Source: an optimization exercise on an open RTL-to-GDS flow (aim: small area, a short achievable clock period and few clock cycles per item). Production flows keep margins and buffers that such runs may drop. Function was not checked in any run shown here: the RTL went through the layout flow alone. Power is estimated from default activity; no workload was simulated.

## design/flow/standard.sh

```bash
#!/bin/bash
# synth_recipe.tcl (not shown) runs the flow's synth.tcl, then flattens the netlist and writes it again
# the make line also repeats each setting of config.mk as NAME=value (left out here)
make -C /OpenROAD-flow-scripts/flow DESIGN_CONFIG=/design/flow/config.mk WORK_HOME=/design/flow/orfs CLKGATE_MAP_FILE= SYNTH_SCRIPT=/design/flow/synth_recipe.tcl "${@:-finish}"
```

## design/flow/constraint.sdc

```tcl
create_clock -name core_clock -period 5.0 [get_ports {clk}]
set_input_delay 1.0000 -clock core_clock [delete_from_list [all_inputs] [get_ports {clk}]]
set_output_delay 1.0000 -clock core_clock [all_outputs]
set_load 0.01 [all_outputs]
```

## design/flow/design.v

```verilog
`default_nettype none
package pgtp_pkg;
  localparam int unsigned PIX_W  = 4;
  localparam int unsigned ROW_W  = 32;
  localparam int unsigned COLS   = 8;
  localparam int unsigned SLOT_OUT_W = 5;
  localparam logic CMD_GLYPH = 1'b0;
  localparam logic CMD_PAD   = 1'b1;
  localparam logic [2:0] LAST_ROW = 3'd7;
  typedef struct packed {
    logic        command;
    logic [3:0]  glyph_width;
    logic [2:0]  row_number;
    logic [31:0] upper_glyph_row;
    logic [31:0] lower_glyph_row;
  } glyph_item_t;
  typedef struct packed {
    logic       wr_en;
    logic       fill_en;
    logic [2:0] fill_next;
    logic       slot_inc;
    logic       slot_clr;
    logic       emit;
    logic       done;
  } store_ctl_t;
endpackage
`default_nettype wire
`default_nettype none
import pgtp_pkg::*;
module pgtp_merge_mask (
  input  logic       pad,
  input  logic [3:0] width,
  input  logic [2:0] fill,
  output logic [7:0] rmask,       
  output logic [2:0] fill_next    
);
  logic [2:0] k [COLS];
  always_comb begin
    for (int c = 0; c < COLS; c++) begin
      k[c]     = 3'(3'(c) - fill);
      rmask[c] = width[3]
               | (width[2] & !k[c][2])
               | (!(width[2] ^ k[c][2]) & ((width[1] & !k[c][1])
                                          | (!(width[1] ^ k[c][1]) & width[0] & !k[c][0])));
    end
  end
  assign fill_next = pad ? 3'd0 : width[3] ? fill : (fill + width[2:0]);
endmodule
module pgtp_merge (
  input  logic        pad,         
  input  logic        step,        
  input  logic [2:0]  fill,
  input  logic [7:0]  rmask,
  input  logic [31:0] row_upper,
  input  logic [31:0] row_lower,
  input  logic [31:0] buf_upper,
  input  logic [31:0] buf_lower,
  output logic        emit,        
  output logic [31:0] wb_upper,
  output logic [31:0] wb_lower,
  output logic [31:0] res_upper,
  output logic [31:0] res_lower
);
  logic [31:0] rot_u, rot_l;
  logic [7:0]  fill_ge, take_out, take_wb, tw;
  logic        over, keep_out, keep_wb, wr, kw;
  always_comb begin
    for (int c = 0; c < COLS; c++) fill_ge[c] = (3'(c) >= fill);
  end
  assign over     = !pad && rmask[7];
  assign keep_out = (fill != 3'd0);
  assign take_out = pad ? fill_ge : (rmask & fill_ge);
  assign take_wb  = pad ? fill_ge : (rmask & (~fill_ge | {COLS{!over}}));
  assign keep_wb  = pad || (!over && keep_out);
  assign emit     = pad ? keep_out : over;
  assign wr       = pad ? keep_out : 1'b1;
  assign rot_u = ({row_upper, row_upper} << {fill, 2'b00}) >> 32;
  assign rot_l = ({row_lower, row_lower} << {fill, 2'b00}) >> 32;
  assign kw = keep_wb || !(step && wr);
  assign tw = take_wb & {COLS{step && wr}};
  always_comb begin
    for (int c = 0; c < COLS; c++) begin
      wb_upper [PIX_W*c +: PIX_W] = (buf_upper[PIX_W*c +: PIX_W] & {PIX_W{kw}})
                                  | (rot_u[PIX_W*c +: PIX_W]     & {PIX_W{tw[c]}});
      wb_lower [PIX_W*c +: PIX_W] = (buf_lower[PIX_W*c +: PIX_W] & {PIX_W{kw}})
                                  | (rot_l[PIX_W*c +: PIX_W]     & {PIX_W{tw[c]}});
      res_upper[PIX_W*c +: PIX_W] = (buf_upper[PIX_W*c +: PIX_W] & {PIX_W{keep_out}})
                                  | (rot_u[PIX_W*c +: PIX_W]     & {PIX_W{take_out[c]}});
      res_lower[PIX_W*c +: PIX_W] = (buf_lower[PIX_W*c +: PIX_W] & {PIX_W{keep_out}})
                                  | (rot_l[PIX_W*c +: PIX_W]     & {PIX_W{take_out[c]}});
    end
  end
endmodule
`default_nettype wire
`default_nettype none
import pgtp_pkg::*;
module pgtp_row_store (
  input  logic        clk,
  input  logic [31:0] wb_upper,
  input  logic [31:0] wb_lower,
  output logic [31:0] head_upper,
  output logic [31:0] head_lower
);
  logic [31:0] ring_u [COLS];
  logic [31:0] ring_l [COLS];
  always_ff @(posedge clk) begin
    for (int k = 0; k < COLS - 1; k++) begin
      ring_u[k] <= ring_u[k+1];
      ring_l[k] <= ring_l[k+1];
    end
    ring_u[COLS-1] <= wb_upper;
    ring_l[COLS-1] <= wb_lower;
  end
  assign head_upper = ring_u[0];
  assign head_lower = ring_l[0];
endmodule
`default_nettype wire
`default_nettype none
import pgtp_pkg::*;
module proportional_glyph_tile_packer_core #(
  parameter int unsigned MAX_TILES = 32
) (
  input  logic        clk,
  input  logic        rst,
  input  logic        glyph_valid,
  output logic        glyph_ready,
  input  logic        glyph_command,
  input  logic [3:0]  glyph_glyph_width,
  input  logic [2:0]  glyph_row_number,
  input  logic [31:0] glyph_upper_glyph_row,
  input  logic [31:0] glyph_lower_glyph_row,
  output logic        tile_valid,
  input  logic        tile_ready,
  output logic [4:0]  tile_tile_slot,
  output logic [2:0]  tile_out_row_number,
  output logic [31:0] tile_upper_tile_row,
  output logic [31:0] tile_lower_tile_row,
  output logic        tile_string_done
);
  localparam int unsigned SLOT_W = (MAX_TILES > 1) ? $clog2(MAX_TILES) : 1;
  localparam logic [SLOT_W-1:0] SLOT_LAST = SLOT_W'(MAX_TILES - 1);
  logic [2:0]        phase;      
  logic [2:0]        fill;
  logic [SLOT_W-1:0] slot;
  logic        out_valid;
  logic [4:0]  out_slot;
  logic [2:0]  out_row;
  logic [31:0] out_upper, out_lower;
  logic        out_done;
  logic        in_valid;
  logic        in_cmd;
  logic [3:0]  in_w;
  logic [2:0]  in_row;
  logic [31:0] in_u, in_l;
  logic        cur_valid, cur_cmd;
  logic [3:0]  cur_w;
  logic [2:0]  cur_row;
  logic [31:0] cur_u, cur_l;
  logic [31:0] head_u, head_l, wb_u, wb_l, res_u, res_l;
  logic [7:0]  rmask;
  logic [2:0]  fill_next;
  logic        emit, step, last, pad;
  assign cur_valid = in_valid || glyph_valid;
  assign cur_cmd   = in_valid ? in_cmd : glyph_command;
  assign cur_w     = in_valid ? in_w   : glyph_glyph_width;
  assign cur_row   = in_valid ? in_row : glyph_row_number;
  assign cur_u     = in_valid ? in_u   : glyph_upper_glyph_row;
  assign cur_l     = in_valid ? in_l   : glyph_lower_glyph_row;
  assign last = (cur_row == LAST_ROW);
  assign pad  = (cur_cmd == CMD_PAD);
  assign glyph_ready = !in_valid;
  assign step        = cur_valid && (cur_row == phase) && (!out_valid || tile_ready);
  pgtp_merge_mask u_mask (
    .pad       (pad),
    .width     (cur_w),
    .fill      (fill),
    .rmask     (rmask),
    .fill_next (fill_next)
  );
  pgtp_merge u_merge (
    .pad       (pad),
    .step      (step),
    .fill      (fill),
    .rmask     (rmask),
    .row_upper (cur_u),
    .row_lower (cur_l),
    .buf_upper (head_u),
    .buf_lower (head_l),
    .emit      (emit),
    .wb_upper  (wb_u),
    .wb_lower  (wb_l),
    .res_upper (res_u),
    .res_lower (res_l)
  );
  pgtp_row_store u_store (
    .clk        (clk),
    .wb_upper   (wb_u),
    .wb_lower   (wb_l),
    .head_upper (head_u),
    .head_lower (head_l)
  );
  always_ff @(posedge clk) begin
    if (rst) begin
      phase <= 3'd0;
      fill  <= 3'd0;
      slot  <= '0;
    end else begin
      phase <= phase + 3'd1;
      if (step && last) begin
        fill <= fill_next;
        if (pad) begin
          slot <= '0;
        end else if (emit) begin
          slot <= (slot == SLOT_LAST) ? '0 : slot + 1'b1;
        end
      end
    end
  end
  always_ff @(posedge clk) begin
    if (rst) begin
      in_valid <= 1'b0;
    end else begin
      in_valid <= cur_valid && !step;
    end
  end
  always_ff @(posedge clk) begin
    if (!in_valid) begin
      in_cmd <= glyph_command;
      in_w   <= glyph_glyph_width;
      in_row <= glyph_row_number;
      in_u   <= glyph_upper_glyph_row;
      in_l   <= glyph_lower_glyph_row;
    end
  end
  always_ff @(posedge clk) begin
    if (rst) begin
      out_valid <= 1'b0;
    end else if (step && emit) begin
      out_valid <= 1'b1;
    end else if (tile_ready) begin
      out_valid <= 1'b0;
    end
  end
  always_ff @(posedge clk) begin
    if (step && emit) begin
      out_slot  <= 5'(slot);
      out_row   <= cur_row;
      out_upper <= res_u;
      out_lower <= res_l;
      out_done  <= pad && last;
    end
  end
  assign tile_valid          = out_valid;
  assign tile_tile_slot      = out_slot;
  assign tile_out_row_number = out_row;
  assign tile_upper_tile_row = out_upper;
  assign tile_lower_tile_row = out_lower;
  assign tile_string_done    = out_done;
endmodule
`default_nettype wire
```

## design/flow/flow/run.sh

```bash
#!/bin/bash
export BUFFER_PORTS_ARGS="-buffer_cell sky130_fd_sc_hd__buf_1"
bash standard.sh > standard.log 2>&1
```

## design/flow/config.mk

```make
export PLATFORM = sky130hd
export DESIGN_NAME = proportional_glyph_tile_packer_core
export DESIGN_NICKNAME = proportional_glyph_tile_packer_core
export VERILOG_FILES = /design/flow/design.v
export SDC_FILE = /design/flow/constraint.sdc
export NUM_CORES = 4
export LEC_CHECK = 0
export ABC_CLOCK_PERIOD_IN_PS = 2200
export CAP_MARGIN = 20
export CORE_MARGIN = 2
export CORE_UTILIZATION = 45
export CTS_BUF_LIST = sky130_fd_sc_hd__clkbuf_16
export CTS_CLUSTER_DIAMETER = 100
export CTS_CLUSTER_SIZE = 25
export SETUP_SLACK_MARGIN = 2.8
export SLEW_MARGIN = 20
```

==> results.sh, run 1 <==
export IMPL_critPathCaptureType="flop"
export IMPL_place_inst=2017
export IMPL_hpwl_um=28200
export IMPL_syn_area_per_cell_um2=14.9
export IMPL_die_h_um=213
export IMPL_antenna_cells=0
export IMPL_routed_via_density=5.21
export IMPL_cp_start_kind="primary input"
export IMPL_cts_sinks=670
export IMPL_fin_crit_ps=2630
export IMPL_required_ps=5360
export IMPL_hold_path_class="reg -> reg"
export IMPL_vias=11700
export IMPL_cp_slowest_cell="mux2_4"
export IMPL_clock_latency_ps=620
export IMPL_wl_um=52900
export IMPL_final_util_pct=60.7
export IMPL_path_class="in -> reg"
export IMPL_synth_compound_area_share_pct=7.92
export IMPL_place_area_um2=21000
export IMPL_place_ws_ps=1260
export IMPL_fillerInstances=3241
export IMPL_synth_top_flop_cell="dfxtp_1"
export IMPL_synth_enable_flop_cells=73
export IMPL_io_pin_count=151
export IMPL_drv_slew=0
export IMPL_synth_distinct_cells=53
export IMPL_portBuffers=150
export IMPL_async_flop_share_pct=0
export IMPL_die_x_um=213
export IMPL_synthMuxAreaShare_pct=13.7
export IMPL_power_density_nw_per_um2=409
export IMPL_tightest_slew_ps=691
export IMPL_ys_seq_area_share_pct=71.8
export IMPL_wl_per_cell_um=23.6
export IMPL_setup_tns_ps=0
export IMPL_synth_top_area_cell="dfxtp_1"
export IMPL_grt_pass1_wl_um=74200
export IMPL_netlist_instances=1327
export IMPL_drc_errors=0
export IMPL_grt_usage_pct=22.5
export IMPL_syn2layout_area_growth_pct=32.9
export IMPL_synth_top_area_share_pct=60.6
export IMPL_start_util_pct=45.7
export IMPL_synthTopCellsByArea="dfxtp_1 61%, edfxtp_1 11%, mux4_2 5.5%, mux2i_1 4.1%, mux2_2 3.9%"
export IMPL_critical_path_top_delay_family="buffers and inverters"
export IMPL_tritoncts="done"
export IMPL_finalSetupViolCount=0
export IMPL_path_buf_inv=5
export IMPL_setup_ws_ps=2370
export IMPL_crit_chain="buf_1 > mux2_4 > ha_4 > a21o_1 > a41o_4 > nor2_4 > nand3b_1 > clkinvlp_4 > buf_6 > buf_12 > buf_16"
export IMPL_synth_simple_area_share_pct=1.73
export IMPL_nets=1736
export IMPL_arrival_ps=3000
export IMPL_row_count=76
export IMPL_outcome="timing/DRC/antenna clean"
export IMPL_dieArea_um2=45500
export IMPL_multi_input_area_um2=7190
export IMPL_cts_root_buf="clkbuf_16"
export IMPL_synth_xor_area_share_pct=0.311
export IMPL_postCtsHoldBufs=0
export IMPL_drive_above_1_share_pct=35.5
export IMPL_overflow=0
export IMPL_final_area_um2=26200
export IMPL_slew_headroom_pct=54.0
export IMPL_gp_congestion=0.795
export IMPL_yosys_warnings=7
export IMPL_htree_num_levels=1
export IMPL_cap_violations=0
export IMPL_cp_max_fo=18
export IMPL_drtIter0Drc=788
export IMPL_cts_made_buffers=30
export IMPL_syn_nets=1430
export IMPL_register_area_um2=14200
export IMPL_leakage_uw=0.00975
export IMPL_post_route_period_util_pct=52.6
export IMPL_synth_seq_cells=670
export IMPL_synthAdderAreaFrac_pct=1.75
export IMPL_finalHoldViolCount=0
export IMPL_synthesis_area_um2=19700
export IMPL_grt_pass1_vias=11400
export IMPL_ant_nets=0
export IMPL_drtPass1Iterations=7
export IMPL_fmax_ghz=0.380
export IMPL_core_um2=43200
export IMPL_fin_skew_ps=23.5
export IMPL_vdd_drop_max_v=0.000266
export IMPL_crit_path_max_incr_delay_ps=320
export IMPL_antenna_found_initial=3
export IMPL_grt_max_degree=48
export IMPL_clk_pin_slew_ps=100
export IMPL_fin_cells=2238
export IMPL_rsz0062_at_grt="true"
export IMPL_clockBufferDepth=3
export IMPL_synth_top_family_by_area="multiplexers"
layout by cell type, fill, tap and decap left out, drive strengths merged, types with 2 or more instances in the layout:
cell and n:
dfxtp 597, buf 309, inv 96, mux2i 83, edfxtp 73, mux2 69, o22ai 65, o2bb2ai 64
clkbuf 52, mux4 48, o21ai 36, nand2 31, ha 26, nor2 17, a21oi 13, a211o 7
o2111ai 6, nand2b 6, xnor2 5, a31o 4, nor3 4, clkinvlp 3, a22o 3, o311ai 3
a211oi 2, and3 2, nor4 2, a32o 2, bufbuf 2, clkinv 2, nor2b 2, nand3 2
xor2 2, or4 2
timing repair:
item / in CTS / in global routing
setup buffers: 96 / 51
pin swaps: 52 / 27
hold endpoints to repair: 0 / 0
setup endpoints to repair: 224 / 230
gates cloned: 18 / 4
gates resized for setup: 338 / 119
power by group:
group	leakage [uW]	switching (uW)	internal, uW
clock network	0.000493	1620	1130
registers	0.00556	227	6150
logic	0.00370	784	802
total	0.00975	2630	8070
worst paths after layout:
| check | startpoint | endpoint | slack, ps | cells after the start |
|---|---|---|---|---|
| worst min register to register | u_store.ring_l[2][20]$_DFF_P_ | u_store.ring_l[1][20]$_DFF_P_ | 320 | 0 |
| worst max-delay path | glyph_glyph_width[2] | out_lower[4]$_DFFE_PP_ | 2370 | 11 |
| worst max register to register | in_valid$_SDFF_PP0_ | out_lower[4]$_DFFE_PP_ | 2380 | 10 |
| worst min-delay path | u_store.ring_l[2][20]$_DFF_P_ | u_store.ring_l[1][20]$_DFF_P_ | 320 | 0 |
logic make-up after synthesis:
logic type	Yosys count
AO/OA/AOI/OAI	212
XOR/XNOR	7
adder cells (fa/ha/maj)	27
buffers and inverters	138
flip-flops	670
multiplexers	200
AND/OR/NAND/NOR	73
synthesized netlist by cell type, types with 5 or more instances:
library cell,number
mux2i_1,81
a211o_1,7
a21oi_1,13
nand2b_1,6
o21ai_0,35
buf_2,22
inv_1,76
clkbuf_1,24
edfxtp_1,73
ha_1,26
o2bb2ai_1,64
o2111ai_2,6
mux4_2,48
buf_1,11
mux2_2,69
nor2_1,17
xnor2_1,5
dfxtp_1,597
nand2_1,31
o22ai_1,65
worst register-to-register path, stage by stage (launching register included):
cell        delay [ps]
dfxtp_4            430
mux2_4             360
ha_4               240
a21o_1             180
a41o_4             280
nor2_4             120
nand3b_1           190
clkinvlp_4         150
buf_6              140
buf_12             120
buf_16             160
sequential cells by signal (all words and copies together) (netlist names), 4 cells and up:
| register | flops |
|---|---|
| slot | 5 |
| out_slot | 5 |
| out_lower | 32 |
| in_w | 4 |
| u_store.ring_u | 256 |
| out_upper | 32 |
| in_l | 32 |
| u_store.ring_l | 256 |
| in_u | 32 |
metrics by stage:
| stage | hold WS, ps | total power, uW |
|---|---|---|
| after CTS | 325 | 10500 |
| final | 321 | 10700 |
| after global placement | 310 | 7270 |
| after detailed placement | 312 | 7300 |
| after global routing | 324 | 11100 |
| after floorplan | 310 | 6970 |
cell type report:
type / instances / share of cell area [%]
clock buffer: 31 / 2.96
timing repair buffer: 332 / 11.2
inverter: 79 / 1.24
clock inverter: 21 / 0.311
tap: 585 / 2.79
multi-input combinational: 519 / 27.4
timing repair inverter: 1 / 0.0334
sequential: 670 / 54.1
layer usage:
metal	track usage [%]	share of wire, %	up-vias
met5	0	0.038	-
met1	30.9	44	5888
li1	-	-	5343
met4	6.70	3.1	4
met2	37.1	48	332
met3	3.21	5.0	91
==> run 2: changes to the inputs <==
--- a/design/flow/config.mk
+++ b/design/flow/config.mk
@@ -6,5 +6,5 @@
 export NUM_CORES = 4
 export LEC_CHECK = 0
-export ABC_CLOCK_PERIOD_IN_PS = 2200
+export ABC_CLOCK_PERIOD_IN_PS = 2400
 export CAP_MARGIN = 20
 export CORE_MARGIN = 2
@@ -13,4 +13,4 @@
 export CTS_CLUSTER_DIAMETER = 100
 export CTS_CLUSTER_SIZE = 25
-export SETUP_SLACK_MARGIN = 2.8
+export SETUP_SLACK_MARGIN = 2.65
 export SLEW_MARGIN = 20
==> results.sh, run 2 <==
export IMPL_finalHoldViolCount=0
export IMPL_synth_distinct_cells=53
export IMPL_post_route_period_util_pct=52.4
export IMPL_leakage_uw=0.00958
export IMPL_fin_skew_ps=29.5
export IMPL_cts_sinks=670
export IMPL_synth_top_flop_cell="dfxtp_1"
export IMPL_crit_chain="buf_6 > mux2_4 > ha_4 > a21o_1 > a41o_4 > nor2_4 > nand3b_1 > clkinvlp_4 > buf_8 > buf_12 > buf_16"
export IMPL_outcome="timing/DRC/antenna clean"
export IMPL_yosys_warnings=7
export IMPL_synthTopCellsByArea="dfxtp_1 61%, edfxtp_1 11%, mux4_2 5.5%, mux2i_1 4.1%, mux2_2 3.9%"
export IMPL_rsz0062_at_grt="true"
export IMPL_p_comb_share_pct=13.9
export IMPL_fillerInstances=3332
export IMPL_intPower_uw=7980
export IMPL_hpwl_um=28800
export IMPL_cp_start_kind="primary input"
export IMPL_required_ps=5390
export IMPL_arrival_ps=3010
export IMPL_final_util_pct=59.2
export IMPL_synth_seq_cells=670
export IMPL_cp_slowest_cell="mux2_4"
export IMPL_cp_max_fo=5
export IMPL_critPathCaptureType="flop"
export IMPL_core_um2=43200
export IMPL_slew_headroom_pct=54.8
export IMPL_wl_um=53200
export IMPL_synth_top_area_cell="dfxtp_1"
export IMPL_gp_congestion=0.743
export IMPL_grt_pass1_wl_um=73100
export IMPL_postCtsHoldBufs=0
export IMPL_grt_pass1_vias=11000
export IMPL_antenna_cells=0
export IMPL_vias=11600
export IMPL_fin_crit_ps=2620
export IMPL_drive_above_1_share_pct=31.1
export IMPL_ant_nets=0
export IMPL_synth_compound_area_share_pct=7.92
export IMPL_grt_max_degree=34
export IMPL_syn2layout_area_growth_pct=29.7
export IMPL_sw_frac_of_total_pct=24.3
export IMPL_netlist_instances=1327
export IMPL_critical_path_top_delay_family="buffers and inverters"
export IMPL_syn_nets=1430
export IMPL_grt_usage_pct=22.3
export IMPL_tritoncts="done"
export IMPL_synthMuxAreaShare_pct=13.7
export IMPL_drtIter0Drc=931
export IMPL_layout_common_cells="593 x dfxtp_1, 148 x buf_1, 93 x inv_1, 74 x buf_4, 73 x edfxtp_1"
export IMPL_overflow=0
export IMPL_row_count=76
export IMPL_setup_tns_ps=0
export IMPL_synth_enable_flop_cells=73
export IMPL_synth_simple_area_share_pct=1.73
export IMPL_synthAdderAreaFrac_pct=1.75
export IMPL_cts_root_buf="clkbuf_16"
export IMPL_cts_made_buffers=30
export IMPL_portBuffers=150
export IMPL_die_x_um=213
export IMPL_start_util_pct=45.7
export IMPL_hold_path_class="reg -> reg"
export IMPL_syn_area_per_cell_um2=14.9
export IMPL_place_inst=2014
export IMPL_async_flop_share_pct=0
export IMPL_fmax_ghz=0.382
export IMPL_cap_violations=0
export IMPL_final_common_cell="dfxtp_1"
export IMPL_synth_top_area_share_pct=60.6
export IMPL_reg_top3="u_store.ring_l (256), u_store.ring_u (256)"
export IMPL_io_pin_count=151
export IMPL_die_h_um=213
export IMPL_ys_seq_area_share_pct=71.8
export IMPL_clock_latency_ps=630
export IMPL_seq_power_share_pct=60.4
export IMPL_drv_slew=0
export IMPL_nets=1708
export IMPL_htree_num_levels=1
export IMPL_drc_errors=0
export IMPL_tightest_slew_ps=672
export IMPL_multi_input_area_um2=6700
export IMPL_power_density_nw_per_um2=412
export IMPL_fin_cells=2211
export IMPL_wl_per_cell_um=24.1
export IMPL_register_area_um2=14200
export IMPL_finalSetupViolCount=0
export IMPL_antenna_found_initial=0
export IMPL_synth_xor_area_share_pct=0.311
export IMPL_synthesis_area_um2=19700
export IMPL_clk_pin_slew_ps=110
export IMPL_clockPowerShare_pct=25.7
export IMPL_clockBufferDepth=3
export IMPL_p_switching_uw=2560
export IMPL_vdd_drop_max_v=0.000309
export IMPL_drtPass1Iterations=5
export IMPL_yosys_cell_count_top_type="dfxtp_1"
export IMPL_path_buf_inv=5
export IMPL_synth_top_family_by_area="multiplexers"
export IMPL_crit_path_max_incr_delay_ps=290
export IMPL_path_class="in -> reg"
export IMPL_synthTopCellsByCount="597 x dfxtp_1, 81 x mux2i_1, 76 x inv_1, 73 x edfxtp_1, 69 x mux2_2"
export IMPL_dieArea_um2=45500
export IMPL_routed_via_density=5.26
[run 2: kinds of logic (layout without fill, tap and decap cells)]
group / after synthesis / after routing
AO/OA/AOI/OAI: 212 / 212
XOR/XNOR: 7 / 7
adder cells (fa/ha/maj): 27 / 27
buffers and inverters: 138 / 437
flip-flops: 670 / 670
multiplexers: 200 / 200
AND/OR/NAND/NOR: 73 / 73
[run 2: power groups by stage]
stage                     combinational, uW  sequential (uW)  clock, uW
after floorplan                         571             6390          0
after global placement                  796             6470          0
after detailed placement                813             6490          0
after CTS                              1170             6370       2770
after global routing                   1530             6440       2970
final                                  1470             6370       2710
[run 2: final timing paths]
kind / startpoint / end / slack, ps / depth (start not counted)
setup / recovery: glyph_glyph_width[2] / out_lower[11]$_DFFE_PP_ / 2380 / 11
hold / removal: u_store.ring_l[2][8]$_DFF_P_ / u_store.ring_l[1][8]$_DFF_P_ / 320 / 0
setup reg to reg: in_valid$_SDFF_PP0_ / out_lower[11]$_DFFE_PP_ / 2410 / 10
hold reg to reg: u_store.ring_l[2][8]$_DFF_P_ / u_store.ring_l[1][8]$_DFF_P_ / 320 / 0
[run 2: metrics by stage]
| stage | instance area (um^2) | hold WS, ps | power [uW] | setup slack [ps] |
|---|---|---|---|---|
| 6_report | 25600 | 324 | 10500 | 2380 |
| 5_1_grt | 25600 | 333 | 10900 | 2340 |
| 4_1_cts | 24100 | 323 | 10300 | 2420 |
| 3_5_place_dp | 20900 | 312 | 7300 | 1190 |
| 3_3_place_gp | 20900 | 310 | 7270 | 1220 |
| 2_1_floorplan | 19800 | 310 | 6960 | 1290 |
[run 2: area by class of cell]
type	count	share of cell area [%]
flip-flops and latches	670	55.4
multi-input cells	519	26.2
repair buffers	304	10.9
clock buffers	30	2.94
well taps	585	2.86
inverters	79	1.31
clock inverters	23	0.401
repair inverters	1	0.0342
[run 2: layer usage]
layer  share of wire (%)  vias up  global-route usage (%)
met5                   0        -                       0
met4                 3.7        0                    5.87
met3                 5.0       87                    2.75
met2                  45      354                    35.6
met1                  46     5886                    32.2
li1                    -     5299                       -
[run 2: repair_timing]
action	in CTS	in global routing
pin swaps	25	38
gates resized for setup	210	193
gates cloned	20	9
endpoints found under the setup margin	211	203
buffers inserted	64	51

[separate check: timing with driven ports]
The flow's constraints put no driver on any port. The routed layouts listed below were extracted and timed again, unchanged, in two steps. Step 1: set_driving_cell puts a clkbuf_16 on clk and a buf_2 on each other input, an assumption about the parent block. Step 2 times the ports against the registers' clock, not the clock port: input delays grow and output delays shrink by t, the midpoint of the rising clock arrivals with the driver on. a / b / c = ideal / step 1 / step 2; a / b = the first two.
run | t, ns | slack for setup (ns) | hold WS [ns]
run 1 | 0.664 | 2.368 / 2.378 / 1.737 | 0.321 / 0.321 / 0.321
run 2 | 0.667 | 2.380 / 2.384 / 1.729 | 0.324 / 0.324 / 0.324
After both steps setup and hold are still met in every run listed. The setup slack of run 2, which loses most, moves by +0.004 ns with the drivers and by -0.651 ns with both steps.
